From an optimization exercise on the open Yosys and OpenROAD flow, aimed at small area, a short achievable clock period and few clock cycles per item; shortcuts taken in it are not production practice. The RTL was checked by simulation tests, not by an equivalence proof against the original design. Power figures rest on the tool's default switching activity, not on a simulated workload.

==> design.v <==
package pe_pkg;
    localparam int DATA_W = 16;
    localparam int CFG_W = 8;
    localparam int SPAD_DEPTH = 12;
    localparam int SPAD_AW = 4;
    localparam int IN_FIFO_DEPTH = 4;
    localparam int OUT_FIFO_DEPTH = 6;
endpackage
module booth_tree (
    input  logic [15:0] a,
    input  logic [7:0]  neg,
    input  logic [7:0]  one,
    input  logic [7:0]  two,
    input  logic [15:0] x,
    output logic [38:0] pv
);
    logic [16:0] a2;
    assign a2 = {a, 1'b0};
    logic [15:0] pp0;
    assign pp0 = (({16{one[0]}} & a[15:0]) | ({16{two[0]}} & a2[15:0])) ^ {16{neg[0]}};
    logic [13:0] pp1;
    assign pp1 = (({14{one[1]}} & a[13:0]) | ({14{two[1]}} & a2[13:0])) ^ {14{neg[1]}};
    logic [11:0] pp2;
    assign pp2 = (({12{one[2]}} & a[11:0]) | ({12{two[2]}} & a2[11:0])) ^ {12{neg[2]}};
    logic [9:0] pp3;
    assign pp3 = (({10{one[3]}} & a[9:0]) | ({10{two[3]}} & a2[9:0])) ^ {10{neg[3]}};
    logic [7:0] pp4;
    assign pp4 = (({8{one[4]}} & a[7:0]) | ({8{two[4]}} & a2[7:0])) ^ {8{neg[4]}};
    logic [5:0] pp5;
    assign pp5 = (({6{one[5]}} & a[5:0]) | ({6{two[5]}} & a2[5:0])) ^ {6{neg[5]}};
    logic [3:0] pp6;
    assign pp6 = (({4{one[6]}} & a[3:0]) | ({4{two[6]}} & a2[3:0])) ^ {4{neg[6]}};
    logic [1:0] pp7;
    assign pp7 = (({2{one[7]}} & a[1:0]) | ({2{two[7]}} & a2[1:0])) ^ {2{neg[7]}};
    wire t1 = neg[0] ^ x[0];
    wire t2 = neg[0] & x[0];
    wire t3 = x[1] ^ t2;
    wire t4 = x[1] & t2;
    wire t5 = neg[1] ^ x[2] ^ pp0[2];
    wire t6 = (neg[1] & x[2]) | (neg[1] & pp0[2]) | (x[2] & pp0[2]);
    wire t7 = pp1[0] ^ t4;
    wire t8 = pp1[0] & t4;
    wire t9 = x[3] ^ pp0[3] ^ pp1[1];
    wire t10 = (x[3] & pp0[3]) | (x[3] & pp1[1]) | (pp0[3] & pp1[1]);
    wire t11 = t6 ^ t8;
    wire t12 = t6 & t8;
    wire t13 = neg[2] ^ x[4] ^ pp0[4];
    wire t14 = (neg[2] & x[4]) | (neg[2] & pp0[4]) | (x[4] & pp0[4]);
    wire t15 = pp1[2] ^ pp2[0] ^ t10;
    wire t16 = (pp1[2] & pp2[0]) | (pp1[2] & t10) | (pp2[0] & t10);
    wire t17 = t13 ^ t12;
    wire t18 = t13 & t12;
    wire t19 = x[5] ^ pp0[5] ^ pp1[3];
    wire t20 = (x[5] & pp0[5]) | (x[5] & pp1[3]) | (pp0[5] & pp1[3]);
    wire t21 = pp2[1] ^ t14 ^ t19;
    wire t22 = (pp2[1] & t14) | (pp2[1] & t19) | (t14 & t19);
    wire t23 = t16 ^ t18;
    wire t24 = t16 & t18;
    wire t25 = neg[3] ^ x[6] ^ pp0[6];
    wire t26 = (neg[3] & x[6]) | (neg[3] & pp0[6]) | (x[6] & pp0[6]);
    wire t27 = pp1[4] ^ pp2[2] ^ pp3[0];
    wire t28 = (pp1[4] & pp2[2]) | (pp1[4] & pp3[0]) | (pp2[2] & pp3[0]);
    wire t29 = t20 ^ t25 ^ t27;
    wire t30 = (t20 & t25) | (t20 & t27) | (t25 & t27);
    wire t31 = t22 ^ t29;
    wire t32 = t22 & t29;
    wire t33 = x[7] ^ pp0[7] ^ pp1[5];
    wire t34 = (x[7] & pp0[7]) | (x[7] & pp1[5]) | (pp0[7] & pp1[5]);
    wire t35 = pp2[3] ^ pp3[1] ^ t26;
    wire t36 = (pp2[3] & pp3[1]) | (pp2[3] & t26) | (pp3[1] & t26);
    wire t37 = t28 ^ t33 ^ t30;
    wire t38 = (t28 & t33) | (t28 & t30) | (t33 & t30);
    wire t39 = t35 ^ t32;
    wire t40 = t35 & t32;
    wire t41 = neg[4] ^ x[8] ^ pp0[8];
    wire t42 = (neg[4] & x[8]) | (neg[4] & pp0[8]) | (x[8] & pp0[8]);
    wire t43 = pp1[6] ^ pp2[4] ^ pp3[2];
    wire t44 = (pp1[6] & pp2[4]) | (pp1[6] & pp3[2]) | (pp2[4] & pp3[2]);
    wire t45 = pp4[0] ^ t34 ^ t41;
    wire t46 = (pp4[0] & t34) | (pp4[0] & t41) | (t34 & t41);
    wire t47 = t43 ^ t36 ^ t45;
    wire t48 = (t43 & t36) | (t43 & t45) | (t36 & t45);
    wire t49 = x[9] ^ pp0[9] ^ pp1[7];
    wire t50 = (x[9] & pp0[9]) | (x[9] & pp1[7]) | (pp0[9] & pp1[7]);
    wire t51 = pp2[5] ^ pp3[3] ^ pp4[1];
    wire t52 = (pp2[5] & pp3[3]) | (pp2[5] & pp4[1]) | (pp3[3] & pp4[1]);
    wire t53 = t42 ^ t44 ^ t49;
    wire t54 = (t42 & t44) | (t42 & t49) | (t44 & t49);
    wire t55 = t51 ^ t46 ^ t53;
    wire t56 = (t51 & t46) | (t51 & t53) | (t46 & t53);
    wire t57 = neg[5] ^ x[10] ^ pp0[10];
    wire t58 = (neg[5] & x[10]) | (neg[5] & pp0[10]) | (x[10] & pp0[10]);
    wire t59 = pp1[8] ^ pp2[6] ^ pp3[4];
    wire t60 = (pp1[8] & pp2[6]) | (pp1[8] & pp3[4]) | (pp2[6] & pp3[4]);
    wire t61 = pp4[2] ^ pp5[0] ^ t50;
    wire t62 = (pp4[2] & pp5[0]) | (pp4[2] & t50) | (pp5[0] & t50);
    wire t63 = t52 ^ t57 ^ t59;
    wire t64 = (t52 & t57) | (t52 & t59) | (t57 & t59);
    wire t65 = t54 ^ t61 ^ t63;
    wire t66 = (t54 & t61) | (t54 & t63) | (t61 & t63);
    wire t67 = x[11] ^ pp0[11] ^ pp1[9];
    wire t68 = (x[11] & pp0[11]) | (x[11] & pp1[9]) | (pp0[11] & pp1[9]);
    wire t69 = pp2[7] ^ pp3[5] ^ pp4[3];
    wire t70 = (pp2[7] & pp3[5]) | (pp2[7] & pp4[3]) | (pp3[5] & pp4[3]);
    wire t71 = pp5[1] ^ t58 ^ t60;
    wire t72 = (pp5[1] & t58) | (pp5[1] & t60) | (t58 & t60);
    wire t73 = t67 ^ t69 ^ t62;
    wire t74 = (t67 & t69) | (t67 & t62) | (t69 & t62);
    wire t75 = neg[6] ^ x[12] ^ pp0[12];
    wire t76 = (neg[6] & x[12]) | (neg[6] & pp0[12]) | (x[12] & pp0[12]);
    wire t77 = pp1[10] ^ pp2[8] ^ pp3[6];
    wire t78 = (pp1[10] & pp2[8]) | (pp1[10] & pp3[6]) | (pp2[8] & pp3[6]);
    wire t79 = pp4[4] ^ pp5[2] ^ pp6[0];
    wire t80 = (pp4[4] & pp5[2]) | (pp4[4] & pp6[0]) | (pp5[2] & pp6[0]);
    wire t81 = t68 ^ t70 ^ t75;
    wire t82 = (t68 & t70) | (t68 & t75) | (t70 & t75);
    wire t83 = t77 ^ t79 ^ t72;
    wire t84 = (t77 & t79) | (t77 & t72) | (t79 & t72);
    wire t85 = t81 ^ t74;
    wire t86 = t81 & t74;
    wire t87 = x[13] ^ pp0[13] ^ pp1[11];
    wire t88 = (x[13] & pp0[13]) | (x[13] & pp1[11]) | (pp0[13] & pp1[11]);
    wire t89 = pp2[9] ^ pp3[7] ^ pp4[5];
    wire t90 = (pp2[9] & pp3[7]) | (pp2[9] & pp4[5]) | (pp3[7] & pp4[5]);
    wire t91 = pp5[3] ^ pp6[1] ^ t76;
    wire t92 = (pp5[3] & pp6[1]) | (pp5[3] & t76) | (pp6[1] & t76);
    wire t93 = t78 ^ t80 ^ t87;
    wire t94 = (t78 & t80) | (t78 & t87) | (t80 & t87);
    wire t95 = t89 ^ t82 ^ t91;
    wire t96 = (t89 & t82) | (t89 & t91) | (t82 & t91);
    wire t97 = neg[7] ^ x[14] ^ pp0[14];
    wire t98 = (neg[7] & x[14]) | (neg[7] & pp0[14]) | (x[14] & pp0[14]);
    wire t99 = pp1[12] ^ pp2[10] ^ pp3[8];
    wire t100 = (pp1[12] & pp2[10]) | (pp1[12] & pp3[8]) | (pp2[10] & pp3[8]);
    wire t101 = pp4[6] ^ pp5[4] ^ pp6[2];
    wire t102 = (pp4[6] & pp5[4]) | (pp4[6] & pp6[2]) | (pp5[4] & pp6[2]);
    wire t103 = pp7[0] ^ t88 ^ t90;
    wire t104 = (pp7[0] & t88) | (pp7[0] & t90) | (t88 & t90);
    wire t105 = t97 ^ t99 ^ t101;
    wire t106 = (t97 & t99) | (t97 & t101) | (t99 & t101);
    wire t107 = t92 ^ t94 ^ t103;
    wire t108 = (t92 & t94) | (t92 & t103) | (t94 & t103);
    wire t109 = x[15] ^ pp0[15] ^ pp1[13] ^ pp2[11] ^ pp3[9] ^ pp4[7] ^ pp5[5] ^ pp6[3] ^ pp7[1];
    wire t110 = t98 ^ t100 ^ t102 ^ t104 ^ t106;
    assign pv[0] = pp0[0];
    assign pv[1] = t1;
    assign pv[2] = pp0[1];
    assign pv[3] = t3;
    assign pv[4] = t5;
    assign pv[5] = t7;
    assign pv[6] = t9;
    assign pv[7] = t11;
    assign pv[8] = t15;
    assign pv[9] = t17;
    assign pv[10] = t21;
    assign pv[11] = t23;
    assign pv[12] = t24;
    assign pv[13] = t31;
    assign pv[14] = t37;
    assign pv[15] = t39;
    assign pv[16] = t38;
    assign pv[17] = t40;
    assign pv[18] = t47;
    assign pv[19] = t48;
    assign pv[20] = t55;
    assign pv[21] = t56;
    assign pv[22] = t65;
    assign pv[23] = t64;
    assign pv[24] = t71;
    assign pv[25] = t73;
    assign pv[26] = t66;
    assign pv[27] = t83;
    assign pv[28] = t85;
    assign pv[29] = t93;
    assign pv[30] = t84;
    assign pv[31] = t95;
    assign pv[32] = t86;
    assign pv[33] = t105;
    assign pv[34] = t96;
    assign pv[35] = t107;
    assign pv[36] = t109;
    assign pv[37] = t108;
    assign pv[38] = t110;
endmodule
module acc_tree (
    input  logic [15:0] acc,
    input  logic [38:0] pv,
    output logic [15:0] s,
    output logic [15:0] c
);
    wire u111 = acc[0] ^ pv[0];
    wire u112 = acc[0] & pv[0];
    wire u113 = acc[1] ^ pv[2] ^ pv[3];
    wire u114 = (acc[1] & pv[2]) | (acc[1] & pv[3]) | (pv[2] & pv[3]);
    wire u115 = acc[2] ^ pv[4] ^ pv[5];
    wire u116 = (acc[2] & pv[4]) | (acc[2] & pv[5]) | (pv[4] & pv[5]);
    wire u117 = acc[3] ^ pv[6] ^ pv[7];
    wire u118 = (acc[3] & pv[6]) | (acc[3] & pv[7]) | (pv[6] & pv[7]);
    wire u119 = acc[4] ^ pv[8] ^ pv[9];
    wire u120 = (acc[4] & pv[8]) | (acc[4] & pv[9]) | (pv[8] & pv[9]);
    wire u121 = acc[5] ^ pv[10] ^ pv[11];
    wire u122 = (acc[5] & pv[10]) | (acc[5] & pv[11]) | (pv[10] & pv[11]);
    wire u123 = acc[6] ^ pv[12] ^ pv[13];
    wire u124 = (acc[6] & pv[12]) | (acc[6] & pv[13]) | (pv[12] & pv[13]);
    wire u125 = acc[7] ^ pv[14] ^ pv[15];
    wire u126 = (acc[7] & pv[14]) | (acc[7] & pv[15]) | (pv[14] & pv[15]);
    wire u127 = acc[8] ^ pv[16] ^ pv[17];
    wire u128 = (acc[8] & pv[16]) | (acc[8] & pv[17]) | (pv[16] & pv[17]);
    wire u129 = pv[18] ^ u126;
    wire u130 = pv[18] & u126;
    wire u131 = acc[9] ^ pv[19] ^ pv[20];
    wire u132 = (acc[9] & pv[19]) | (acc[9] & pv[20]) | (pv[19] & pv[20]);
    wire u133 = u128 ^ u131;
    wire u134 = u128 & u131;
    wire u135 = acc[10] ^ pv[21] ^ pv[22];
    wire u136 = (acc[10] & pv[21]) | (acc[10] & pv[22]) | (pv[21] & pv[22]);
    wire u137 = u132 ^ u135;
    wire u138 = u132 & u135;
    wire u139 = acc[11] ^ pv[23] ^ pv[24];
    wire u140 = (acc[11] & pv[23]) | (acc[11] & pv[24]) | (pv[23] & pv[24]);
    wire u141 = pv[25] ^ pv[26] ^ u136;
    wire u142 = (pv[25] & pv[26]) | (pv[25] & u136) | (pv[26] & u136);
    wire u143 = u139 ^ u138;
    wire u144 = u139 & u138;
    wire u145 = acc[12] ^ pv[27] ^ pv[28];
    wire u146 = (acc[12] & pv[27]) | (acc[12] & pv[28]) | (pv[27] & pv[28]);
    wire u147 = u140 ^ u145 ^ u142;
    wire u148 = (u140 & u145) | (u140 & u142) | (u145 & u142);
    wire u149 = acc[13] ^ pv[29] ^ pv[30];
    wire u150 = (acc[13] & pv[29]) | (acc[13] & pv[30]) | (pv[29] & pv[30]);
    wire u151 = pv[31] ^ pv[32] ^ u146;
    wire u152 = (pv[31] & pv[32]) | (pv[31] & u146) | (pv[32] & u146);
    wire u153 = u149 ^ u151;
    wire u154 = u149 & u151;
    wire u155 = acc[14] ^ pv[33] ^ pv[34];
    wire u156 = (acc[14] & pv[33]) | (acc[14] & pv[34]) | (pv[33] & pv[34]);
    wire u157 = pv[35] ^ u150 ^ u155;
    wire u158 = (pv[35] & u150) | (pv[35] & u155) | (u150 & u155);
    wire u159 = u152 ^ u157;
    wire u160 = u152 & u157;
    wire u161 = acc[15] ^ pv[36];
    wire u162 = pv[37] ^ pv[38];
    wire u163 = u161 ^ u162;
    wire u164 = u163 ^ u156;
    wire u165 = u164 ^ u158;
    assign s[0] = pv[1];
    assign c[0] = u111;
    assign s[1] = u112;
    assign c[1] = u113;
    assign s[2] = u114;
    assign c[2] = u115;
    assign s[3] = u116;
    assign c[3] = u117;
    assign s[4] = u118;
    assign c[4] = u119;
    assign s[5] = u120;
    assign c[5] = u121;
    assign s[6] = u122;
    assign c[6] = u123;
    assign s[7] = u124;
    assign c[7] = u125;
    assign s[8] = u127;
    assign c[8] = u129;
    assign s[9] = u130;
    assign c[9] = u133;
    assign s[10] = u134;
    assign c[10] = u137;
    assign s[11] = u141;
    assign c[11] = u143;
    assign s[12] = u144;
    assign c[12] = u147;
    assign s[13] = u153;
    assign c[13] = u148;
    assign s[14] = u154;
    assign c[14] = u159;
    assign s[15] = u165;
    assign c[15] = u160;
endmodule
module mac_core (
    input  logic        clk,
    input  logic [15:0] a,
    input  logic [7:0]  neg,
    input  logic [7:0]  one,
    input  logic [7:0]  two,
    input  logic [15:0] x,
    input  logic [15:0] acc,
    output logic [15:0] s,
    output logic [15:0] c
);
    logic [38:0] pv, pv_r;
    booth_tree t1 (.a(a), .neg(neg), .one(one), .two(two), .x(x), .pv(pv));
    always_ff @(posedge clk)
        pv_r <= pv;
    acc_tree t2 (.acc(acc), .pv(pv_r), .s(s), .c(c));
endmodule
module pe_top (
    input  logic                      clk,
    input  logic                      rstn,
    input  logic [pe_pkg::CFG_W-1:0]  filter_size,
    input  logic                      iact_write_en,
    input  logic [pe_pkg::DATA_W-1:0] data_iact_in,
    output logic                      iact_ready,
    input  logic                      weight_write_en,
    input  logic [pe_pkg::DATA_W-1:0] data_weight_in,
    output logic                      weight_ready,
    input  logic                      psum_write_en,
    input  logic [pe_pkg::DATA_W-1:0] data_psum_in,
    output logic                      psum_ready,
    input  logic                      psum_read_en,
    output logic [pe_pkg::DATA_W-1:0] data_psum_out,
    output logic                      psum_out_valid
);
    logic [15:0] a_r, p_r;
    logic [7:0]  neg_r, one_r, two_r;    
    logic        va, vb, vp;
    logic [16:0] w_ext;
    logic [7:0]  w_neg, w_one, w_two;
    assign w_ext = {data_weight_in, 1'b0};
    always_comb begin
        for (int k = 0; k < 8; k++) begin
            w_neg[k] = w_ext[2*k+2];
            w_one[k] = w_ext[2*k+1] ^ w_ext[2*k];
            w_two[k] = (w_ext[2*k+2] & ~w_ext[2*k+1] & ~w_ext[2*k])
                     | (~w_ext[2*k+2] & w_ext[2*k+1] & w_ext[2*k]);
        end
    end
    logic        first_r;      
    logic [3:0]  rem;          
    logic        last_r;       
    logic        v2;           
    logic        first2;       
    logic        last2;        
    logic        out_v;        
    logic        en_r;         
    logic        prdy_r;       
    logic        rdy_a_r;      
    logic        rdy_b_r;      
    logic        rst_q;        
    logic        fire;
    assign fire   = va && vb && en_r;
    assign iact_ready   = rdy_a_r;
    assign weight_ready = rdy_b_r;
    assign psum_ready   = prdy_r;
    always_ff @(posedge clk) begin
        if (iact_ready)   a_r <= data_iact_in;
        if (weight_ready) begin
            neg_r <= w_neg;
            one_r <= w_one;
            two_r <= w_two;
        end
        if (psum_ready)   p_r <= data_psum_in;
    end
    logic        va_n, vb_n, vp_n, first_n, last_n, out_v_n, en_n;
    logic [3:0]  rem_n;
    logic [3:0]  fs_m1;
    assign fs_m1   = filter_size[3:0] - 4'd1;
    assign va_n    = iact_ready   ? iact_write_en   : va;
    assign vb_n    = weight_ready ? weight_write_en : vb;
    assign vp_n    = psum_ready   ? psum_write_en   : vp;
    assign first_n = fire ? last_r : first_r;
    assign rem_n   = first_n ? fs_m1 : (fire ? rem - 4'd1 : rem);
    assign last_n  = first_n ? (filter_size[3:0] == 4'd1)
                             : (rem == (fire ? 4'd1 : 4'd0));
    assign out_v_n = (v2 && last2) || (out_v && !psum_read_en);
    assign en_n    = (!first_n || (vp_n && !(fire && first_r)))
                     && (!last_n || (!out_v_n && !(fire && last_r)));
    always_ff @(posedge clk) begin
        if (!rstn) begin
            va      <= 1'b0;
            vb      <= 1'b0;
            vp      <= 1'b0;
            first_r <= 1'b1;
            v2      <= 1'b0;
            out_v   <= 1'b0;
            en_r    <= 1'b0;
            prdy_r  <= 1'b1;
            rdy_a_r <= 1'b1;
            rdy_b_r <= 1'b1;
        end else begin
            va      <= va_n;
            vb      <= vb_n;
            vp      <= vp_n;
            first_r <= first_n;
            v2      <= fire;
            out_v   <= out_v_n;
            en_r    <= en_n;
            prdy_r  <= !vp_n || (fire && first_r);
            rdy_a_r <= !va_n || (vb_n && en_n);
            rdy_b_r <= !vb_n || (va_n && en_n);
        end
    end
    always_ff @(posedge clk) begin
        rst_q  <= !rstn;
        rem    <= rem_n;
        last_r <= last_n;
    end
    logic [15:0] acc, out_r;
    logic [15:0] sum;
    logic [15:0] acc_s, acc_c;
    mac_core mac (
        .clk (clk),
        .a   (a_r),
        .neg (neg_r),
        .one (one_r),
        .two (two_r),
        .x   (first_r ? p_r : 16'd0),
        .acc (acc),
        .s   (acc_s),
        .c   (acc_c)
    );
    always_ff @(posedge clk) begin
        if (fire) begin
            first2 <= first_r;
            last2  <= last_r;
        end
    end
    assign sum = acc_s + acc_c;
    always_ff @(posedge clk) begin
        if (rst_q || (v2 && last2))
            acc <= '0;
        else if (v2)
            acc <= sum;
        if (v2 && last2)
            out_r <= sum;
    end
    assign psum_out_valid = out_v;
    assign data_psum_out  = out_r;
endmodule
==> flow/run.sh <==
#!/bin/bash
set -euo pipefail
export BUFFER_PORTS_ARGS="-buffer_cell sky130_fd_sc_hd__buf_1"
export CTS_ARGS="-sink_clustering_enable -repair_clock_nets -buf_list sky130_fd_sc_hd__clkbuf_4 -dont_use_dummy_load"
bash standard.sh finish > standard.log 2>&1
==> standard.sh <==
#!/bin/bash
# synth_recipe.tcl (not shown) runs the flow's synth.tcl, then flattens the netlist and writes it again
# the make line also repeats each setting of config.mk as NAME=value (left out here)
make -C /OpenROAD-flow-scripts/flow DESIGN_CONFIG=/design/flow/config.mk WORK_HOME=/design/flow/orfs CLKGATE_MAP_FILE= SYNTH_SCRIPT=/design/flow/synth_recipe.tcl "${@:-finish}"
==> config.mk <==
export PLATFORM = sky130hd
export DESIGN_NAME = pe_top
export DESIGN_NICKNAME = pe_top
export VERILOG_FILES = /design/flow/design.v
export SDC_FILE = /design/flow/constraint.sdc
export NUM_CORES = 4
export LEC_CHECK = 0
export CAP_MARGIN = 20
export CORE_MARGIN = 2
export CORE_UTILIZATION = 40
export SETUP_SLACK_MARGIN = 4.4
export SLEW_MARGIN = 20
==> constraint.sdc <==
create_clock -name core_clock -period 7.0 [get_ports {clk}]
set_input_delay 1.4000 -clock core_clock [delete_from_list [all_inputs] [get_ports {clk}]]
set_output_delay 1.4000 -clock core_clock [all_outputs]
set_load 0.01 [all_outputs]
==> impl_metrics.csv, run 1 <==
group,metric,value,unit
outcome,status,"finished clean",
sta,setup_slack,4320,ps
sta,relSlewSlack,0.431,
global_route,track_usage,0.171,
setup_path,cpPeakStageDelay,520,ps
clocking,clock_path_buffers,2,
synth,synth_area_leaders,"edfxtp_1, dfxtp_1, fa_1",
synth,synth_common_cells,"xnor2_1, edfxtp_1, inv_1",
sta,grt_setup_unrepaired,"true",
sta,fin_skew,37.0,ps
sta,hold_ws,501,ps
floorplan,rows,52,
floorplan,die_height,148,um
floorplan,core-area,20300,sq um
detailed_routing,drcViolationCount,0,
power,intPower,0.00258,W
synth,synth_seq_area_share,0.440,
synth,yosysTopAreaCell,"edfxtp_1",
clocking,clk_pin_slew_worst_paths,100,ps
global_route,grt_start_max_net_pins,26,
detailed_routing,via_per_inst,4.98,
hold_path,hold_class,"flip-flop to flip-flop",
sta,fin_crit,2680,ps
power,switchingPower,0.00167,W
placement,dp_cells,1028,
sta,timing.fmax,0.373,GHz
detailed_routing,ant_nets,0,
power,p_clk_frac,0.085,
setup_path,crit_buf_inv,2,
detailed_routing,wire_per_inst,15.9,um
synth,synth_top_area_frac,0.278,
floorplan,ioPinCount,82,
detailed_routing,drt_pass1_iterations,20,
final_layout,fin_nets,1021,
setup_path,cp_slowest_cell,"fa_1",
global_route,grt_pass1_wl,28900,um
detailed_routing,num_vias,5632,
power,pwr-share-seq,0.288,
synth,avgSynthCellArea,11.7,sq um
setup_path,cp.arrival,3000,ps
placement,port-buffer-count,77,
power,comb_power_share,0.627,
global_route,grt_pass1_vias,5774,
floorplan,dieArea,21900,sq um
clocking,cts_tree,"yes",
setup_path,worstSetupPathType,"flip-flop to flip-flop",
final_layout,final_layout_size_suffix_gt1_frac,0.232,
setup_path,start_kind,"flip-flop",
global_route,antenna_found_initial,1,
setup_path,path_cells,"fa_2 > inv_2 > fa_2 > fa_1 > inv_2 > ha_4 > a21o_1 > or3_1 > and2_1",
clocking,clk_latency,560,ps
floorplan,die_x,148,um
sta,period_share,0.383,
placement,post-place-ws,3970,ps
setup_path,path_max_fanout,4,
power,p_leak,3.98,nW
synth,ys.flop_type,"edfxtp_1",
final_layout,syn_to_final_growth,21.7,%
detailed_routing,drtIter0Drc,278,
synth,ys_async_sr_fraction,0,
synth,synth-seq-cells,144,
synth,synth_most_common_cell,"xnor2_1",
final_layout,final_core_util,0.498,
final_layout,fin_cells,1130,
placement,place.gp.congestion,0.828,
sta,fin_setup_tns,0,ps
detailed_routing,routed_wl,17900,um
setup_path,cp_top_family,"adder cells",
sta,drv_slew,0,
sta,worstMarginPinSlew,854,ps
synth,synth_nets,872,
synth,syn_area,8310,sq um
sta,setup_violations,0,
clocking,ctsHoldBuffers,0,
synth,syn_inst,712,
clocking,root_buffer,"clkbuf_4",
clocking,clkSinkCount,144,
synth,yosysWarnings,2,
placement,dp_hpwl,12400,um
power,ir_drop,0.251,mV
global_route,grt_overflow,0,
power,p_per_area,420,nW/um^2
run,max-cap-violations,0,
clocking,cts_inserted_buffers,17,
floorplan,initial_utilization,0.409,
sta,hold_viol,0,
synth,ys_types,42,
setup_path,endpoint_kind,"flip-flop",
synth,synth_edf_count,77,
power,swShare,0.393,
clocking,h-tree-depth,4,
setup_path,worstPathRequired,7310,ps
power by group through the flow:
stage          sequential [W]  combinational (W)  clock [W]
6_report              0.00122            0.00266   0.000360
5_1_grt               0.00124            0.00300   0.000416
4_1_cts               0.00123            0.00242   0.000379
3_5_place_dp          0.00128            0.00205          0
3_3_place_gp          0.00127            0.00205          0
2_1_floorplan         0.00121            0.00168          0
per-stage QoR:
stage / power [W] / instance area, sq um
3_5_place_dp: 0.00333 / 8890
4_1_cts: 0.00403 / 9610
6_report: 0.00424 / 10100
5_1_grt: 0.00465 / 10100
2_1_floorplan: 0.00289 / 8380
3_3_place_gp: 0.00332 / 8890
worst min-delay path, delay by kind of cell (launching register included):
| kind | cells | cell delay (ps) |
|---|---|---|
| AND/OR/NAND/NOR | 1 | 70 |
| AO/OA/AOI/OAI | 1 | 50 |
| flip-flops | 1 | 330 |
cells by family after synthesis:
logic type,synth area share
xor gates and xnor gates,0.118
AOI/OAI and AO/OA,0.105
adders and majority gates,0.205
buffers and inverters,0.0480
and+or+nand+nor,0.0658
DFF,0.440
muxes,0.0181
sequential cells by signal, summed over array words and instances, names as in the netlist:
| name | flops |
|---|---|
| en_r | 1 |
| prdy_r | 1 |
| one_r | 8 |
| last_r | 1 |
| acc | 16 |
| out_v | 1 |
| rdy_b_r | 1 |
| rst_q | 1 |
| rem | 4 |
| p_r | 16 |
| va | 1 |
| vp | 1 |
| a_r | 16 |
| v2 | 1 |
| out_r | 16 |
| rdy_a_r | 1 |
| neg_r | 8 |
| last2 | 1 |
| first_r | 1 |
| mac.pv_r | 39 |
| two_r | 8 |
| vb | 1 |
repair_timing:
| item | CTS | global route |
|---|---|---|
| setup buffers | 54 | 30 |
| setup endpoints to repair | 34 | 37 |
| pin swaps | 24 | 43 |
| gates resized for setup | 33 | 63 |
final cells by class:
class                      count  area (sq um)
fill                        1884         10200
multi-input combinational    463          4710
sequential                   144          3670
timing repair buffer         164           986
tap                          270           338
inverter                      71           270
clock buffer                  17           128
antenna                        1          2.50
path summary, 6_finish.rpt:
kind	startpoint	to	slack, ps	cells after the start
hold reg to reg	acc[9]	acc[9]	500	2
setup reg to reg	acc[10]	out_r[13]	4320	9
setup / recovery	acc[10]	out_r[13]	4320	9
hold / removal	acc[9]	acc[9]	500	2
per-layer routing:
metal  GRT usage  part of all wire
met5           0                 0
met4      0.0624             0.025
met3      0.0362             0.043
met2       0.292              0.49
met1       0.215              0.44
cell usage in the layout, fill, tap and decap left out, types with 6 or more instances in the layout:
cell / n
nand3b_1: 6
a21oi_2: 7
xor2_1: 30
a21oi_1: 13
nor2_1: 27
nand3_1: 6
xnor2_2: 10
and2_1: 14
inv_1: 65
a22oi_2: 19
xnor2_1: 69
nand2b_1: 11
buf_4: 76
dfxtp_2: 10
mux2i_1: 15
buf_6: 9
o21ai_0: 16
a22oi_1: 45
clkbuf_4: 17
dfxtp_1: 55
fa_2: 8
nand2_1: 33
ha_4: 13
edfxtp_1: 77
fa_1: 56
buf_1: 77
ha_1: 19
Testbench counts, summed over its fixed seeds: cycles 18,441, rows 2,394.
==> inputs of run 2 (changes only) <==
--- a/config.mk
+++ b/config.mk
@@ -9,4 +9,4 @@
 export CORE_MARGIN = 2
-export CORE_UTILIZATION = 40
-export SETUP_SLACK_MARGIN = 4.4
+export CORE_UTILIZATION = 30
+export SETUP_SLACK_MARGIN = 4.0
 export SLEW_MARGIN = 20
==> impl_metrics.csv, run 2 <==
group,metric,value,unit
floorplan,die_height,170,um
clocking,clock_path_buffers,2,
detailed_routing,ant_nets,0,
hold_path,hold_depth,1,
synth,ys.flop_type,"edfxtp_1",
final_layout,largest-register,"mac.pv_r",
sta,hold_viol,0,
setup_path,path_max_fanout,4,
synth,synth-seq-cells,144,
detailed_routing,drt_pass1_iterations,5,
placement,dpl_cell_area,8960,sq um
setup_path,reg2reg_slack,4140,ps
setup_path,startpoint,"acc[3]",
setup_path,start_kind,"flip-flop",
setup_path,cp.arrival,3150,ps
hold_path,hold_class,"flip-flop to flip-flop",
synth,yosysWarnings,2,
global_route,grt_pass1_vias,5488,
power,p_per_area,394,nW/um^2
setup_path,worstPathRequired,7280,ps
sta,timing.fmax,0.349,GHz
sta,hold_ws,492,ps
clocking,clkSinkCount,144,
sta,relSlewSlack,0.426,
placement,place.gp.congestion,0.841,
synth,synth_top_area_frac,0.278,
setup_path,endpoint,"out_r[15]",
sta,period_share,0.409,
clocking,root_buffer,"clkbuf_4",
clocking,cts_tree,"yes",
outcome,status,"finished clean",
synth,synth_nets,872,
clocking,h-tree-depth,4,
floorplan,die_x,170,um
clocking,ctsHoldBuffers,0,
detailed_routing,via_per_inst,4.51,
sta,worstMarginPinSlew,861,ps
final_layout,final_common_cell,"xnor2_1",
detailed_routing,routed_wl,16700,um
clocking,clk_latency,560,ps
global_route,grt_pass1_wl,28100,um
detailed_routing,wire_per_inst,14.4,um
synth,synth_common_cells,"xnor2_1, edfxtp_1, inv_1",
clocking,clk_pin_slew_worst_paths,110,ps
floorplan,core-area,27100,sq um
power,total_power,0.00364,W
run,max-cap-violations,0,
detailed_routing,num_vias,5240,
sta,setup_slack,4140,ps
synth,syn_inst,712,
synth,avgSynthCellArea,11.7,sq um
floorplan,ioPinCount,82,
global_route,antenna_found_initial,1,
sta,fin_setup_tns,0,ps
floorplan,rows,60,
sta,fin_skew,35.8,ps
sta,setup_violations,0,
final_layout,syn_to_final_growth,11.1,%
final_layout,design_area,9230,sq um
synth,ys_async_sr_fraction,0,
synth,synth_area_leaders,"edfxtp_1, dfxtp_1, fa_1",
clocking,cts_inserted_buffers,17,
global_route,grt_start_max_net_pins,27,
final_layout,final_layout_size_suffix_gt1_frac,0.0584,
final_layout,final_cell_mix,"xnor2_1, edfxtp_1, buf_1",
synth,synth_seq_area_share,0.440,
floorplan,dieArea,29000,sq um
setup_path,reg2reg_to,"out_r[15]",
sta,drv_slew,0,
synth,yosysTopAreaCell,"edfxtp_1",
floorplan,initial_utilization,0.307,
placement,post-place-ws,3980,ps
placement,dp_hpwl,12900,um
power,p_leak,3.58,nW
setup_path,worstSetupPathType,"flip-flop to flip-flop",
global_route,grt_overflow,0,
detailed_routing,drcViolationCount,0,
global_route,track_usage,0.126,
setup_path,reg2reg_from,"acc[3]",
synth,synth_edf_count,77,
final_layout,largest_reg_flops,39,
sta,fin_crit,2860,ps
placement,port-buffer-count,77,
final_layout,fin_nets,950,
synth,synth_most_common_cell,"xnor2_1",
synth,syn_area,8310,sq um
power,ir_drop,0.189,mV
sta,grt_setup_unrepaired,"true",
detailed_routing,drtIter0Drc,297,
setup_path,endpoint_kind,"flip-flop",
synth,ys_types,42,
setup_path,reg2reg_depth,9,
run 2: cell count changes in the layout (fill, tap and decap cells not counted), sizes merged:
cell,previous run,this run
buf,164,93
clkinv,0,1
clkinvlp,1,0
run 2: how the worst min path moves through the flow:
stage | startpoint | to | slack [ps]
after floorplan | last_r | last2 | 440
after global placement | acc[11] | acc[11] | 470
after detailed placement | acc[11] | acc[11] | 480
after CTS | acc[11] | acc[11] | 490
after global routing | last_r | last2 | 530
final | acc[11] | acc[11] | 490
run 2: kinds of logic after synthesis:
group | after synthesis | synth area share
AOI/OAI and AO/OA | 126 | 0.105
buffers and inverters | 105 | 0.0480
adders and majority gates | 98 | 0.205
and+or+nand+nor | 112 | 0.0658
xor gates and xnor gates | 112 | 0.118
DFF | 144 | 0.440
muxes | 15 | 0.0181
run 2: timing repair:
action	in CTS	in global routing
resized for setup	0	7
endpoints found under the setup margin	1	12
setup buffers	1	11
pin swaps	0	1
run 2: area by class of cell:
| cell class | instances | area (sq um) |
|---|---|---|
| fill | 2768 | 17900 |
| timing repair buffer | 93 | 422 |
| clock buffer | 17 | 128 |
| multi-input combinational | 463 | 4290 |
| inverter | 71 | 267 |
| antenna | 1 | 2.50 |
| sequential | 144 | 3650 |
| tap | 372 | 465 |
run 2: per-stage QoR:
stage          std cells  utilization
3_5_place_dp        1131        0.331
2_1_floorplan        712            -
3_3_place_gp        1131        0.331
6_report            1161        0.340
5_1_grt             1161        0.340
4_1_cts             1149        0.336
run 2: metal layers:
layer	up-vias	GRT usage	part of all wire
met1	2534	0.167	0.47
met5	-	0	0
met3	24	0.0263	0.043
met2	133	0.201	0.46
li1	2549	-	-
met4	0	0.0509	0.022
run 2: where the power goes:
group	switching (W)	internal, W	leakage, nW
logic	0.00111	0.000920	2.17
registers	0.000109	0.00114	1.34
clock network	0.000251	0.000111	0.0782
run 2: worst max-delay path: stages, from the launching register on:
cell and delay (ps):
dfxtp_1 350, fa_1 480, ha_1 360, and2_1 190, a221o_1 350, o2111ai_2 270
a21oi_2 110, o31a_1 320, nor2_2 100, xor2_1 60
==> inputs of run 3 (changes only) <==
--- a/config.mk
+++ b/config.mk
@@ -9,3 +9,4 @@
 export CORE_MARGIN = 2
-export CORE_UTILIZATION = 30
+export CORE_UTILIZATION = 40
+export PLACE_DENSITY = 0.7
 export SETUP_SLACK_MARGIN = 4.0
==> impl_metrics.csv, run 3 <==
group,metric,value,unit
clocking,h-tree-depth,4,
synth,synth_seq_area_share,0.440,
hold_path,holdPathEnd,"acc[11]",
detailed_routing,via_per_inst,4.93,
run,max-cap-violations,0,
final_layout,final_layout_size_suffix_gt1_frac,0.0607,
final_layout,final_cell_mix,"xnor2_1, edfxtp_1, buf_1",
sta,hold_viol,0,
synth,synth_common_cells,"xnor2_1, edfxtp_1, inv_1",
global_route,grt_overflow,0,
global_route,track_usage,0.153,
sta,fin_setup_tns,0,ps
detailed_routing,drcViolationCount,0,
synth,synth_edf_count,77,
synth,yosysWarnings,2,
synth,synth-seq-cells,144,
setup_path,crit_top_cell,"fa_1",
setup_path,worstPathRequired,7470,ps
setup_path,reg2reg_slack,4130,ps
sta,setup_slack,4130,ps
placement,post-place-ws,3980,ps
setup_path,cpPeakStageDelay,980,ps
setup_path,cp.arrival,3340,ps
clocking,cts_tree,"yes",
floorplan,rows,52,
setup_path,cp_slowest_cell,"edfxtp_1",
synth,yosysTopAreaCell,"edfxtp_1",
detailed_routing,num_vias,5231,
detailed_routing,met2WireLength,7620,um
synth,avgSynthCellArea,11.7,sq um
detailed_routing,drtIter0Drc,313,
power,total_power,0.00358,W
floorplan,dieArea,21900,sq um
synth,syn_area,8310,sq um
clocking,ctsHoldBuffers,0,
power,p_leak,3.59,nW
synth,synth_nets,872,
global_route,grt_pass1_wl,25900,um
synth,ys_types,42,
setup_path,reg2reg_to,"mac.pv_r[22]",
setup_path,endpoint_kind,"flip-flop",
placement,place.gp.congestion,0.792,
detailed_routing,wl_met3,711,um
clocking,cts_inserted_buffers,17,
hold_path,hp-start,"acc[11]",
placement,port-buffer-count,77,
final_layout,fin_nets,953,
hold_path,hold_depth,1,
final_layout,final_core_util,0.448,
global_route,grt_pass1_vias,5233,
detailed_routing,wirelength_met1,7100,um
power,p_per_area,394,nW/um^2
synth,syn_inst,712,
synth,ys.flop_type,"edfxtp_1",
global_route,antenna_found_initial,1,
setup_path,reg2reg_from,"neg_r[0]",
floorplan,die_height,148,um
final_layout,largest-register,"mac.pv_r",
setup_path,reg2reg_depth,5,
sta,worstMarginPinSlew,1090,ps
power,ir_drop,0.250,mV
sta,fin_crit,2870,ps
floorplan,initial_utilization,0.409,
hold_path,hold_class,"flip-flop to flip-flop",
setup_path,start_kind,"flip-flop",
sta,fin_skew,28.9,ps
detailed_routing,ant_nets,0,
sta,setup_violations,0,
sta,grt_setup_unrepaired,"true",
synth,synth_top_area_frac,0.278,
global_route,grt_start_max_net_pins,27,
sta,drv_slew,0,
outcome,status,"finished clean",
floorplan,ioPinCount,82,
clocking,clkSinkCount,144,
setup_path,worstSetupPathType,"flip-flop to flip-flop",
placement,dp_hpwl,11900,um
final_layout,n_fill_cell,1909,
setup_path,path_max_fanout,17,
clocking,clk_pin_slew_worst_paths,110,ps
sta,timing.fmax,0.348,GHz
sta,relSlewSlack,0.273,
synth,ys_async_sr_fraction,0,
clocking,root_buffer,"clkbuf_4",
floorplan,core-area,20300,sq um
detailed_routing,wire_per_inst,14.6,um
synth,synth_most_common_cell,"xnor2_1",
final_layout,final_common_cell,"xnor2_1",
sta,hold_ws,499,ps
setup_path,path_cells,"xor2_1 > fa_1 > inv_1 > fa_1 > fa_1",
synth,synth_area_leaders,"edfxtp_1, dfxtp_1, fa_1",
detailed_routing,drt_pass1_iterations,5,
detailed_routing,highest_layer,"met4",
clocking,clk_latency,540,ps
clocking,clock_path_buffers,2,
floorplan,die_x,148,um
detailed_routing,routed_wl,15600,um
sta,period_share,0.410,
final_layout,syn_to_final_growth,9.44,%
final_layout,largest_reg_flops,39,
-- run 3: cell counts after synthesis --
Identical to the previous run, type by type.
-- run 3: repair_timing --
item,CTS,global route
setup buffers,0,17
endpoints found under the setup margin,1,11
resized for setup,1,4
-- run 3: kinds of logic (layout without fill, tap and decap cells) --
| logic type | count (synthesis) | in the layout | synth area share |
|---|---|---|---|
| AOI/OAI and AO/OA | 126 | 126 | 0.105 |
| xor gates and xnor gates | 112 | 112 | 0.118 |
| adders and majority gates | 98 | 98 | 0.205 |
| buffers and inverters | 105 | 184 | 0.0480 |
| DFF | 144 | 144 | 0.440 |
| muxes | 15 | 15 | 0.0181 |
| other | 0 | 1 | 0 |
| and+or+nand+nor | 112 | 112 | 0.0658 |
-- run 3: cell type report --
class,instances,area (sq um),share of cell area
timing repair buffer,96,432,0.0475
inverter,71,267,0.0293
tap,270,338,0.0371
clock buffer,17,128,0.0140
multi-input combinational,463,4270,0.470
sequential,144,3660,0.402
antenna,1,2.50,0.000275
-- run 3: power by group --
group / internal (W) / switching (W)
sequential: 0.00114 / 0.000114
clock: 0.000111 / 0.000249
combinational: 0.000896 / 0.00108
-- run 3: worst max path at each step --
stage,startpoint,to,depth (start not counted)
after floorplan,neg_r[1],mac.pv_r[15],9
after global placement,filter_size[0],rdy_b_r,7
after detailed placement,filter_size[0],rdy_b_r,7
after CTS,neg_r[2],mac.pv_r[22],6
after global routing,neg_r[0],mac.pv_r[22],5
final,neg_r[0],mac.pv_r[22],5
-- run 3: critical path, delay by kind of cell (launching register included) --
kind | cells | cell delay (ps)
xor gates and xnor gates | 1 | 240
adders and majority gates | 3 | 1550
buffers and inverters | 1 | 50
DFF | 1 | 980
-- run 3: through the flow --
| step | cells | instance area [sq um] |
|---|---|---|
| 2_1_floorplan | 712 | 8310 |
| 3_3_place_gp | 1027 | 8820 |
| 3_5_place_dp | 1027 | 8820 |
| 4_1_cts | 1044 | 8950 |
| 5_1_grt | 1062 | 9090 |
| 6_report | 1062 | 9090 |
-- run 3: per-layer routing --
metal	global-route usage	vias up
li1	-	2563
met1	0.202	2533
met2	0.254	127
met3	0.0322	8
met4	0.0462	0
met5	0	-
==> inputs of run 4 (changes only) <==
--- a/config.mk
+++ b/config.mk
@@ -9,4 +9,3 @@
 export CORE_MARGIN = 2
-export CORE_UTILIZATION = 40
-export PLACE_DENSITY = 0.7
+export CORE_UTILIZATION = 70
 export SETUP_SLACK_MARGIN = 4.0
==> impl_metrics.csv, run 4 <==
group,metric,value,unit
outcome,status,"finished clean",
synth,ys.flop_type,"edfxtp_1",
synth,synth-seq-cells,144,
synth,yosysTopAreaCell,"edfxtp_1",
detailed_routing,ant_nets,0,
clocking,root_buffer,"clkbuf_4",
synth,synth_most_common_cell,"xnor2_1",
synth,ys_async_sr_fraction,0,
final_layout,syn_to_final_growth,7.23,%
placement,port-buffer-count,77,
setup_path,reg2reg_depth,9,
global_route,grt_pass1_wl,26500,um
sta,grt_setup_unrepaired,"true",
final_layout,fin_nets,948,
setup_path,startpoint,"acc[10]",
clocking,cts_inserted_buffers,17,
final_layout,final_core_util,0.774,
setup_path,endpoint,"out_r[13]",
clocking,clk_latency,550,ps
detailed_routing,drcViolationCount,0,
power,p_per_area,407,nW/um^2
sta,setup_slack,4130,ps
final_layout,largest-register,"mac.pv_r",
setup_path,cp.arrival,3160,ps
sta,fin_skew,38.6,ps
setup_path,worstPathRequired,7290,ps
floorplan,initial_utilization,0.722,
placement,post-place-ws,3990,ps
sta,fin_setup_tns,0,ps
global_route,antenna_found_initial,0,
synth,syn_area,8310,sq um
floorplan,core-area,11500,sq um
clocking,cts_tree,"yes",
run,max-cap-violations,0,
floorplan,ioPinCount,82,
final_layout,largest_reg_flops,39,
setup_path,path_cells,"fa_1 > inv_1 > fa_1 > fa_1 > inv_1 > ha_1 > a21o_1 > or3_1 > and2_1",
sta,timing.fmax,0.349,GHz
placement,dp_hpwl,12000,um
synth,synth_nets,872,
final_layout,final_cell_mix,"xnor2_1, edfxtp_1, buf_1",
final_layout,antennaDiodeCount,0,
clocking,h-tree-depth,4,
global_route,grt_pass1_vias,5708,
setup_path,endpoint_kind,"flip-flop",
global_route,grt_start_max_net_pins,27,
global_route,grt_overflow,0,
placement,dp_cells,900,
floorplan,die_height,113,um
synth,synth_edf_count,77,
synth,synth_common_cells,"xnor2_1, edfxtp_1, inv_1",
sta,fin_crit,2870,ps
placement,place.gp.congestion,0.880,
setup_path,crit_top_cell,"fa_1",
power,p_leak,3.57,nW
synth,avgSynthCellArea,11.7,sq um
sta,relSlewSlack,0.434,
setup_path,worstSetupPathType,"flip-flop to flip-flop",
final_layout,final_common_cell,"xnor2_1",
detailed_routing,via_per_inst,5.88,
setup_path,reg2reg_slack,4130,ps
sta,period_share,0.410,
floorplan,rows,39,
setup_path,reg2reg_from,"acc[10]",
detailed_routing,drtIter0Drc,552,
floorplan,dieArea,12800,sq um
final_layout,n_fill_cell,766,
setup_path,start_kind,"flip-flop",
synth,syn_inst,712,
synth,synth_top_area_frac,0.278,
synth,synth_area_leaders,"edfxtp_1, dfxtp_1, fa_1",
sta,hold_viol,0,
detailed_routing,wire_per_inst,16.8,um
sta,drv_slew,0,
synth,yosysWarnings,2,
setup_path,path_max_fanout,4,
detailed_routing,num_vias,5465,
sta,setup_violations,0,
sta,worstMarginPinSlew,849,ps
setup_path,reg2reg_to,"out_r[13]",
clocking,clkSinkCount,144,
synth,ys_types,42,
synth,synth_seq_area_share,0.440,
clocking,clock_path_buffers,2,
floorplan,die_x,113,um
power,ir_drop,0.289,mV
setup_path,cpPeakStageDelay,500,ps
detailed_routing,routed_wl,15600,um
hold_path,hold_class,"flip-flop to flip-flop",
detailed_routing,drt_pass1_iterations,17,
global_route,track_usage,0.268,
sta,hold_ws,497,ps
clocking,ctsHoldBuffers,0,
final_layout,fin_cells,929,
setup_path,cp_slowest_cell,"fa_1",
final_layout,final_layout_size_suffix_gt1_frac,0.0573,
clocking,clk_pin_slew_worst_paths,100,ps
run 4: cell count changes in the layout (fill, tap and decap cells not counted), sizes merged:
cell   delta
buf       -5
diode     -1
run 4: cells by family (layout without fill, tap and decap cells):
| logic type | after synthesis | in the layout | synth area share |
|---|---|---|---|
| compound gates | 126 | 126 | 0.105 |
| xor+xnor | 112 | 112 | 0.118 |
| fa+ha+maj | 98 | 98 | 0.205 |
| buf+inv | 105 | 179 | 0.0480 |
| flops | 144 | 144 | 0.440 |
| mux | 15 | 15 | 0.0181 |
| simple gates | 112 | 112 | 0.0658 |
run 4: per-layer routing:
layer	GRT usage	vias up	wire length, um
li1	-	2553	-
met1	0.329	2654	6240
met2	0.458	213	7940
met3	0.0530	45	837
met4	0.130	0	633
met5	0	-	0
run 4: layout make-up:
type / count / area, sq um / area share
inverter: 71 / 267 / 0.0299
multi-input combinational: 463 / 4270 / 0.480
tap: 143 / 179 / 0.0201
timing repair buffer: 91 / 407 / 0.0456
sequential: 144 / 3660 / 0.410
clock buffer: 17 / 128 / 0.0143
run 4: worst min path at each step:
stage	startpoint	to	cells after the start
floorplan	last_r	last2	0
global placement	acc[11]	acc[11]	1
detailed placement	acc[11]	acc[11]	1
CTS	acc[11]	acc[11]	1
global route	acc[11]	acc[11]	1
finish	acc[11]	acc[11]	1
run 4: critical path, delay by kind of cell (launching register included):
| kind | cells | cell delay [ps] |
|---|---|---|
| AOI/OAI and AO/OA | 1 | 200 |
| adders and majority gates | 4 | 1460 |
| buffers and inverters | 2 | 100 |
| DFF | 1 | 350 |
| and+or+nand+nor | 2 | 530 |
run 4: what timing repair did:
item | CTS | global route
pin swaps | 0 | 1
endpoints found under the setup margin | 2 | 11
resized for setup | 1 | 5
buffers inserted | 1 | 11
hold endpoints to repair | 0 | 0
run 4: through the flow:
step	total power, W	area [sq um]
after floorplan	0.00278	8310
after global placement	0.00314	8660
after detailed placement	0.00323	8660
after CTS	0.00359	8800
after global routing	0.00397	8910
final	0.00362	8910
run 4: power by group:
| part | total, W | leakage [nW] | switching [W] | internal (W) |
|---|---|---|---|---|
| sequential | 0.00124 | 1.34 | 0.000107 | 0.00114 |
| clock | 0.000353 | 0.0782 | 0.000242 | 0.000111 |
| combinational | 0.00203 | 2.16 | 0.00113 | 0.000895 |
==> inputs of run 5 (changes only) <==
--- a/config.mk
+++ b/config.mk
@@ -9,3 +9,3 @@
 export CORE_MARGIN = 2
-export CORE_UTILIZATION = 70
+export CORE_UTILIZATION = 40
 export SETUP_SLACK_MARGIN = 4.0
==> impl_metrics.csv, run 5 <==
group,metric,value,unit
outcome,status,"finished clean",
setup_path,reg2reg_from,"acc[10]",
floorplan,die_x,148,um
detailed_routing,routed_wl,16200,um
sta,relSlewSlack,0.427,
final_layout,largest-register,"mac.pv_r",
synth,synth_nets,872,
final_layout,n_fill_cell,1963,
power,ir_drop,0.246,mV
hold_path,hp-start,"acc[11]",
sta,worstMarginPinSlew,860,ps
clocking,clkSinkCount,144,
setup_path,endpoint_kind,"flip-flop",
global_route,antenna_found_initial,1,
final_layout,multi_input_area,4270,sq um
setup_path,worstPathRequired,7300,ps
synth,synth-seq-cells,144,
global_route,track_usage,0.158,
global_route,grt_pass1_wl,26800,um
detailed_routing,drtIter0Drc,285,
detailed_routing,wire_per_inst,15.3,um
floorplan,dieArea,21900,sq um
setup_path,cpPeakStageDelay,490,ps
final_layout,fin_nets,945,
sta,drv_slew,0,
detailed_routing,drcViolationCount,0,
hold_path,holdPathEnd,"acc[11]",
power,p_per_area,394,nW/um^2
synth,ys_types,42,
floorplan,rows,52,
sta,fin_crit,2860,ps
global_route,grt_pass1_vias,5171,
placement,place.gp.congestion,0.839,
clocking,clk_latency,540,ps
power,p_leak,3.55,nW
synth,synth_seq_area_share,0.440,
placement,dp_cells,1028,
clocking,clock_path_buffers,2,
synth,synth_common_cells,"xnor2_1, edfxtp_1, inv_1",
setup_path,reg2reg_slack,4140,ps
floorplan,core-area,20300,sq um
run,max-cap-violations,0,
synth,synth_edf_count,77,
synth,synth_top_area_frac,0.278,
detailed_routing,via_per_inst,4.87,
sta,fin_setup_tns,0,ps
synth,synth_area_leaders,"edfxtp_1, dfxtp_1, fa_1",
setup_path,start_kind,"flip-flop",
hold_path,hold_depth,1,
final_layout,final-seq-area,3660,sq um
synth,synth_most_common_cell,"xnor2_1",
clocking,root_buffer,"clkbuf_4",
floorplan,initial_utilization,0.409,
setup_path,reg2reg_to,"out_r[13]",
power,total_power,0.00356,W
floorplan,die_height,148,um
setup_path,cp.arrival,3150,ps
hold_path,hold_class,"flip-flop to flip-flop",
setup_path,worstSetupPathType,"flip-flop to flip-flop",
final_layout,largest_reg_flops,39,
final_layout,final_layout_size_suffix_gt1_frac,0.0511,
synth,syn_inst,712,
detailed_routing,num_vias,5134,
global_route,grt_start_max_net_pins,26,
global_route,grt_overflow,0,
placement,port-buffer-count,77,
detailed_routing,ant_nets,0,
final_layout,final_cell_mix,"xnor2_1, edfxtp_1, buf_1",
synth,avgSynthCellArea,11.7,sq um
clocking,h-tree-depth,4,
sta,fin_skew,28.4,ps
setup_path,cp_slowest_cell,"fa_1",
synth,yosysTopAreaCell,"edfxtp_1",
setup_path,reg2reg_depth,9,
clocking,cts_tree,"yes",
placement,dp_hpwl,12300,um
clocking,clk_pin_slew_worst_paths,110,ps
synth,yosysWarnings,2,
synth,ys_async_sr_fraction,0,
sta,grt_setup_unrepaired,"true",
synth,syn_area,8310,sq um
sta,timing.fmax,0.350,GHz
sta,setup_violations,0,
clocking,cts_inserted_buffers,17,
detailed_routing,drt_pass1_iterations,5,
sta,period_share,0.408,
final_layout,syn_to_final_growth,8.82,%
sta,hold_viol,0,
final_layout,final_common_cell,"xnor2_1",
setup_path,path_max_fanout,4,
setup_path,crit_top_cell,"fa_1",
floorplan,ioPinCount,82,
setup_path,path_cells,"fa_1 > inv_1 > fa_1 > fa_1 > inv_1 > ha_1 > a21o_1 > or3_1 > and2_1",
synth,ys.flop_type,"edfxtp_1",
final_layout,fin_cells,1054,
## run 5: cell counts after synthesis
Identical to the previous run, type by type.
## run 5: routing by layer
metal / GRT usage / vias up / routed length, um
met5: 0 / - / 0
met4: 0.0500 / 0 / 267
met3: 0.0310 / 14 / 660
met2: 0.267 / 117 / 7890
met1: 0.206 / 2462 / 7350
li1: - / 2541 / -
## run 5: kinds of logic after synthesis
group / share of synthesized area
XOR/XNOR: 0.118
AO/OA/AOI/OAI: 0.105
buffers and inverters: 0.0480
multiplexers: 0.0181
flip-flops: 0.440
adder cells (fa/ha/maj): 0.205
AND/OR/NAND/NOR: 0.0658
## run 5: per-stage QoR
stage | setup slack (ps) | util | hold WS [ps] | instance area [sq um]
floorplan | 4160 | - | 445 | 8310
global placement | 3980 | 0.435 | 468 | 8830
detailed placement | 3970 | 0.435 | 474 | 8830
CTS | 4070 | 0.442 | 505 | 8960
global route | 3960 | 0.445 | 534 | 9040
finish | 4140 | 0.445 | 499 | 9040
## run 5: worst max path at each step
stage | start | endpoint | slack (ps) | cells after the start
2_1_floorplan | neg_r[1] | mac.pv_r[15] | 4160 | 9
3_3_place_gp | filter_size[0] | rdy_b_r | 3980 | 7
3_5_place_dp | filter_size[0] | rdy_b_r | 3970 | 7
4_1_cts | acc[10] | out_r[13] | 4070 | 9
5_1_grt | acc[14] | acc[15] | 3960 | 10
6_report | acc[10] | out_r[13] | 4140 | 9
## run 5: worst max-delay path: cells and delay by family (launching register included)
family,cells,cell delay (ps)
buffers and inverters,2,90
adder cells (fa/ha/maj),4,1450
flip-flops,1,370
AND/OR/NAND/NOR,2,520
AO/OA/AOI/OAI,1,200
## run 5: layout make-up
type	count	share of cell area
inverters	71	0.0295
repair buffers	88	0.0425
flip-flops and latches	144	0.404
clock buffers	17	0.0141
multi-input cells	463	0.472
well taps	270	0.0374
diodes	1	0.000277
## run 5: power by group
group          switching, W  leakage (nW)  internal, W
sequential         0.000111          1.33      0.00114
combinational       0.00108          2.14     0.000880
clock              0.000249        0.0782     0.000111
total               0.00144          3.55      0.00213
## run 5: what timing repair did
action / in CTS / in global routing
hold buffers: 0 / 0
endpoints found under the setup margin: 2 / 9
buffers inserted: 1 / 7
resized for setup: 1 / 5
==> inputs of run 6 (changes only) <==
==> flow/run.sh (replaced) <==
#!/bin/bash
set -euo pipefail
export BUFFER_PORTS_ARGS="-buffer_cell sky130_fd_sc_hd__buf_1"
export CTS_ARGS="-sink_clustering_enable -repair_clock_nets -buf_list sky130_fd_sc_hd__clkbuf_8 -dont_use_dummy_load"
bash standard.sh finish > standard.log 2>&1
==> impl_metrics.csv, run 6 <==
group,metric,value,unit
outcome,status,"finished clean",
setup_path,reg2reg_slack,4160,ps
hold_path,hp-start,"acc[11]",
sta,setup_violations,0,
sta,fin_skew,18.6,ps
detailed_routing,drtIter0Drc,268,
final_layout,final_common_cell,"xnor2_1",
power,ir_drop,0.246,mV
floorplan,dieArea,21900,sq um
detailed_routing,wire_per_inst,15.3,um
power,intPower,0.00225,W
setup_path,reg2reg_from,"neg_r[1]",
synth,synth_seq_area_share,0.440,
setup_path,path_max_fanout,15,
final_layout,antennaDiodeCount,0,
synth,synth_most_common_cell,"xnor2_1",
floorplan,initial_utilization,0.409,
global_route,grt_start_max_net_pins,26,
clocking,clk_pin_slew_worst_paths,70,ps
final_layout,final_cell_mix,"xnor2_1, edfxtp_1, buf_1",
synth,ys_async_sr_fraction,0,
synth,synth_nets,872,
final_layout,design_area,9130,sq um
synth,syn_inst,712,
clocking,clkSinkCount,144,
global_route,grt_pass1_wl,26700,um
synth,ys.flop_type,"edfxtp_1",
clocking,clock_path_buffers,2,
global_route,antenna_found_initial,0,
final_layout,final_layout_size_suffix_gt1_frac,0.0475,
final_layout,largest_reg_flops,39,
floorplan,rows,52,
power,pwr-share-seq,0.338,
setup_path,startpoint,"neg_r[1]",
clocking,cts_tree,"yes",
global_route,track_usage,0.158,
global_route,grt_pass1_vias,5174,
floorplan,die_height,148,um
clocking,cts_inserted_buffers,17,
power,comb_power_share,0.534,
clocking,root_buffer,"clkbuf_8",
power,switchingPower,0.00146,W
final_layout,largest-register,"mac.pv_r",
floorplan,core-area,20300,sq um
power,p_per_area,406,nW/um^2
clocking,h-tree-depth,4,
synth,syn_area,8310,sq um
detailed_routing,drcViolationCount,0,
setup_path,worstSetupPathType,"flip-flop to flip-flop",
setup_path,worstPathRequired,7310,ps
global_route,grt_overflow,0,
sta,hold_viol,0,
synth,ys_types,42,
power,total_power,0.00370,W
setup_path,start_kind,"flip-flop",
detailed_routing,routed_wl,16100,um
final_layout,fin_nets,941,
sta,grt_setup_unrepaired,"true",
setup_path,endpoint_kind,"flip-flop",
hold_path,hold_class,"flip-flop to flip-flop",
sta,relSlewSlack,0.423,
sta,fin_setup_tns,0,ps
final_layout,syn_to_final_growth,9.86,%
sta,drv_slew,0,
setup_path,endpoint,"mac.pv_r[22]",
detailed_routing,num_vias,5104,
placement,dpl_cell_area,8830,sq um
sta,setup_slack,4160,ps
placement,dp_hpwl,12300,um
placement,port-buffer-count,77,
placement,post-place-ws,3970,ps
synth,yosysTopAreaCell,"edfxtp_1",
synth,synth-seq-cells,144,
sta,timing.fmax,0.352,GHz
synth,synth_area_leaders,"edfxtp_1, dfxtp_1, fa_1",
power,swShare,0.393,
power,p_clk_frac,0.128,
setup_path,reg2reg_to,"mac.pv_r[22]",
setup_path,cp.arrival,3150,ps
synth,avgSynthCellArea,11.7,sq um
synth,synth_edf_count,77,
floorplan,die_x,148,um
synth,synth_common_cells,"xnor2_1, edfxtp_1, inv_1",
sta,period_share,0.405,
clocking,clk_latency,440,ps
final_layout,final_core_util,0.450,
detailed_routing,via_per_inst,4.87,
clocking,ctsHoldBuffers,0,
floorplan,ioPinCount,82,
synth,synth_top_area_frac,0.278,
final_layout,n_fill_cell,1954,
power,p_leak,3.58,nW
synth,yosysWarnings,2,
detailed_routing,drt_pass1_iterations,5,
sta,worstMarginPinSlew,866,ps
placement,place.gp.congestion,0.839,
setup_path,reg2reg_depth,5,
sta,fin_crit,2840,ps
run,max-cap-violations,0,
detailed_routing,ant_nets,0,
run 6: cell counts after synthesis:
No cell type changed its count.
run 6: area by class of cell:
type / instances / area [sq um] / area share
flip-flops and latches: 144 / 3660 / 0.400
well taps: 270 / 338 / 0.0370
clock buffers: 17 / 234 / 0.0256
repair buffers: 84 / 354 / 0.0388
multi-input cells: 463 / 4280 / 0.469
inverters: 71 / 267 / 0.0292
run 6: routing by layer:
layer,up-vias,track usage,routed length (um)
li1,2529,-,-
met1,2452,0.205,7320
met2,108,0.268,7860
met3,15,0.0319,600
met4,0,0.0486,275
met5,-,0,0
run 6: worst min-delay path by stage:
stage	endpoint	depth (start not counted)
final	acc[11]	1
after global routing	last2	0
after CTS	acc[11]	1
after detailed placement	acc[11]	1
after global placement	acc[11]	1
after floorplan	last2	0
run 6: critical path: stages (launching register included):
cell	delay (ps)
edfxtp_1	890
xor2_1	200
fa_1	580
inv_1	60
fa_1	500
fa_1	470
run 6: cell families after synthesis:
group           synth area share
mux                       0.0181
fa+ha+maj                  0.205
buf+inv                   0.0480
flops                      0.440
simple gates              0.0658
compound gates             0.105
xor+xnor                   0.118
run 6: power groups by stage:
stage,Combinational (W),Sequential (W),Clock [W]
final,0.00198,0.00125,0.000474
after global routing,0.00231,0.00127,0.000528
after CTS,0.00195,0.00125,0.000494
after detailed placement,0.00193,0.00127,0
after global placement,0.00192,0.00127,0
after floorplan,0.00156,0.00121,0
run 6: per-stage QoR:
| step | cells | hold slack (ps) |
|---|---|---|
| after floorplan | 712 | 445 |
| after global placement | 1028 | 468 |
| after detailed placement | 1028 | 474 |
| after CTS | 1046 | 495 |
| after global routing | 1049 | 527 |
| final | 1049 | 490 |
run 6: repair_timing:
item	in CTS	in global routing
pin swaps	0	1
buffers inserted	1	3
hold endpoints to repair	0	0
endpoints found under the setup margin	1	10
resized for setup	0	7
==> inputs of run 7 (changes only) <==
--- a/config.mk
+++ b/config.mk
@@ -10,3 +10,3 @@
 export CORE_UTILIZATION = 40
-export SETUP_SLACK_MARGIN = 4.0
+export SETUP_SLACK_MARGIN = 4.1
 export SLEW_MARGIN = 20
==> impl_metrics.csv, run 7 <==
group,metric,value,unit
clocking,h-tree-depth,4,
setup_path,worstSetupPathType,"flip-flop to flip-flop",
synth,synth_nets,872,
floorplan,core-area,20300,sq um
final_layout,largest_reg_flops,39,
final_layout,final_layout_size_suffix_gt1_frac,0.0673,
power,p_per_area,413,nW/um^2
detailed_routing,via_per_inst,4.90,
synth,synth_common_cells,"xnor2_1, edfxtp_1, inv_1",
floorplan,dieArea,21900,sq um
sta,hold_viol,0,
clocking,cts_inserted_buffers,17,
final_layout,largest-register,"mac.pv_r",
clocking,cts_tree,"yes",
sta,drv_slew,0,
global_route,grt_pass1_vias,5175,
detailed_routing,routed_wl,16200,um
floorplan,die_height,148,um
setup_path,reg2reg_from,"acc[10]",
detailed_routing,ant_nets,0,
setup_path,startpoint,"acc[10]",
synth,syn_inst,712,
synth,ys_async_sr_fraction,0,
global_route,grt_pass1_wl,26700,um
setup_path,endpoint_kind,"flip-flop",
final_layout,fin_nets,949,
clocking,ctsHoldBuffers,0,
synth,yosysTopAreaCell,"edfxtp_1",
clocking,clk_pin_slew_worst_paths,70,ps
final_layout,multi_input_area,4340,sq um
global_route,grt_start_max_net_pins,26,
sta,setup_violations,0,
global_route,grt_use_met2,0.268,
detailed_routing,num_vias,5177,
floorplan,ioPinCount,82,
power,p_leak,3.63,nW
final_layout,final_core_util,0.456,
synth,yosysWarnings,2,
hold_path,hp-start,"acc[11]",
detailed_routing,wire_per_inst,15.4,um
synth,synth_most_common_cell,"xnor2_1",
global_route,antenna_found_initial,0,
floorplan,rows,52,
sta,period_share,0.399,
sta,relSlewSlack,0.425,
sta,fin_crit,2790,ps
synth,ys_types,42,
placement,dp_hpwl,12300,um
final_layout,design_area,9250,sq um
power,total_power,0.00383,W
placement,dpl_cell_area,8830,sq um
sta,grt_setup_unrepaired,"false",
placement,dp_cells,1028,
global_route,gr-usage-met1,0.205,
global_route,grt_overflow,0,
placement,place.gp.congestion,0.839,
floorplan,initial_utilization,0.409,
floorplan,die_x,148,um
synth,avgSynthCellArea,11.7,sq um
synth,synth_edf_count,77,
clocking,root_buffer,"clkbuf_8",
synth,syn_area,8310,sq um
setup_path,worstPathRequired,7200,ps
clocking,clock_path_buffers,2,
placement,port-buffer-count,77,
setup_path,cp.arrival,2990,ps
final_layout,n_fill_cell,1937,
final_layout,fin_cells,1057,
global_route,busiest_layer,"met2",
synth,synth_seq_area_share,0.440,
synth,synth-seq-cells,144,
setup_path,start_kind,"flip-flop",
detailed_routing,drcViolationCount,0,
final_layout,final_cell_mix,"xnor2_1, edfxtp_1, buf_1",
synth,synth_top_area_frac,0.278,
sta,fin_skew,18.3,ps
clocking,clk_latency,450,ps
detailed_routing,drtIter0Drc,276,
detailed_routing,drt_pass1_iterations,7,
clocking,clkSinkCount,144,
final_layout,antennaDiodeCount,0,
final_layout,syn_to_final_growth,11.4,%
global_route,track_usage,0.158,
global_route,met3_usage,0.0319,
setup_path,path_max_fanout,5,
final_layout,final-seq-area,3660,sq um
sta,worstMarginPinSlew,862,ps
sta,fin_setup_tns,0,ps
outcome,status,"finished clean",
synth,synth_area_leaders,"edfxtp_1, dfxtp_1, fa_1",
run,max-cap-violations,0,
synth,ys.flop_type,"edfxtp_1",
power,ir_drop,0.246,mV
hold_path,hold_class,"flip-flop to flip-flop",
sta,timing.fmax,0.358,GHz
run 7: cell count changes in the layout (fill, tap and decap cells not counted), sizes merged:
cell	previous run	this run
buf	84	92
run 7: metal layers:
metal | routed length, um | up-vias
met5 | 0 | -
met2 | 7990 | 126
met4 | 279 | 0
met3 | 623 | 15
li1 | - | 2544
met1 | 7340 | 2492
run 7: layout make-up:
class	count	area share
clock buffers	17	0.0253
repair buffers	92	0.0448
well taps	270	0.0365
multi-input cells	463	0.469
flip-flops and latches	144	0.396
inverters	71	0.0288
run 7: repair_timing:
item | 4_1_cts | 5_1_grt
setup buffers | 1 | 11
pin swaps | 0 | 4
resized for setup | 3 | 13
setup endpoints to repair | 7 | 18
run 7: worst max-delay path: stages (launching register included):
cell and delay, ps:
dfxtp_4 350, fa_1 470, ha_1 190, ha_1 280
ha_1 370, a21o_1 180, a21o_1 190, or3_1 360
and2_1 160
run 7: report_power, final:
group,internal (W),switching (W),total [W]
combinational,0.000977,0.00113,0.00211
clock,0.000213,0.000261,0.000474
sequential,0.00114,0.000108,0.00125
total,0.00233,0.00150,0.00383
run 7: logic make-up after synthesis:
| group | synth area share |
|---|---|
| compound gates | 0.105 |
| xor+xnor | 0.118 |
| fa+ha+maj | 0.205 |
| buf+inv | 0.0480 |
| flops | 0.440 |
| mux | 0.0181 |
| simple gates | 0.0658 |
run 7: path summary, 6_finish.rpt:
path	cells after the start	slack, ps	to
worst max-delay path	8	4210	out_r[13]
worst min-delay path	1	490	acc[11]
worst max register to register	8	4210	out_r[13]
worst min register to register	1	490	acc[11]
run 7: per-stage QoR:
stage | hold slack, ps | setup slack [ps]
after floorplan | 445 | 4160
after global placement | 468 | 3980
after detailed placement | 474 | 3970
after CTS | 495 | 4130
after global routing | 527 | 4090
final | 488 | 4210

what the ideal ports hide:
The flow's constraints put no driver on any port. The routed layouts listed below were extracted and timed again, unchanged, in two steps.
Step 1 (the two cells are an assumption about what drives the block):
set clk [get_ports {clk}]
set_driving_cell -lib_cell sky130_fd_sc_hd__clkbuf_16 $clk
set_driving_cell -lib_cell sky130_fd_sc_hd__buf_2 [delete_from_list [all_inputs] $clk]
Step 2 also shifts input and output timing later by t, the mid clock arrival at the registers, as if the neighbouring blocks saw the same clock.
Three values: no drivers, after step 1, after step 2; two values: the first two.
| run | t (ns) | slack for setup (ns) | pins driven straight from the clock port |
|---|---|---|---|
| run 1 | 0.576 | 4.316 / 4.316 / 4.084 | 1 |
| run 2 | 0.587 | 4.135 / 4.135 / 3.965 | 1 |
| run 3 | 0.567 | 4.129 / 4.129 / 3.954 | 1 |
| run 4 | 0.566 | 4.132 / 4.132 / 4.024 | 1 |
| run 5 | 0.571 | 4.142 / 4.142 / 3.913 | 1 |
| run 6 | 0.472 | 4.162 / 4.162 / 3.923 | 1 |
| run 7 | 0.476 | 4.206 / 4.206 / 3.919 | 1 |
After both steps setup and hold are still met in every run listed. The setup slack of run 7, which loses most, moves by 0.000 ns with the drivers and by -0.287 ns with both steps.
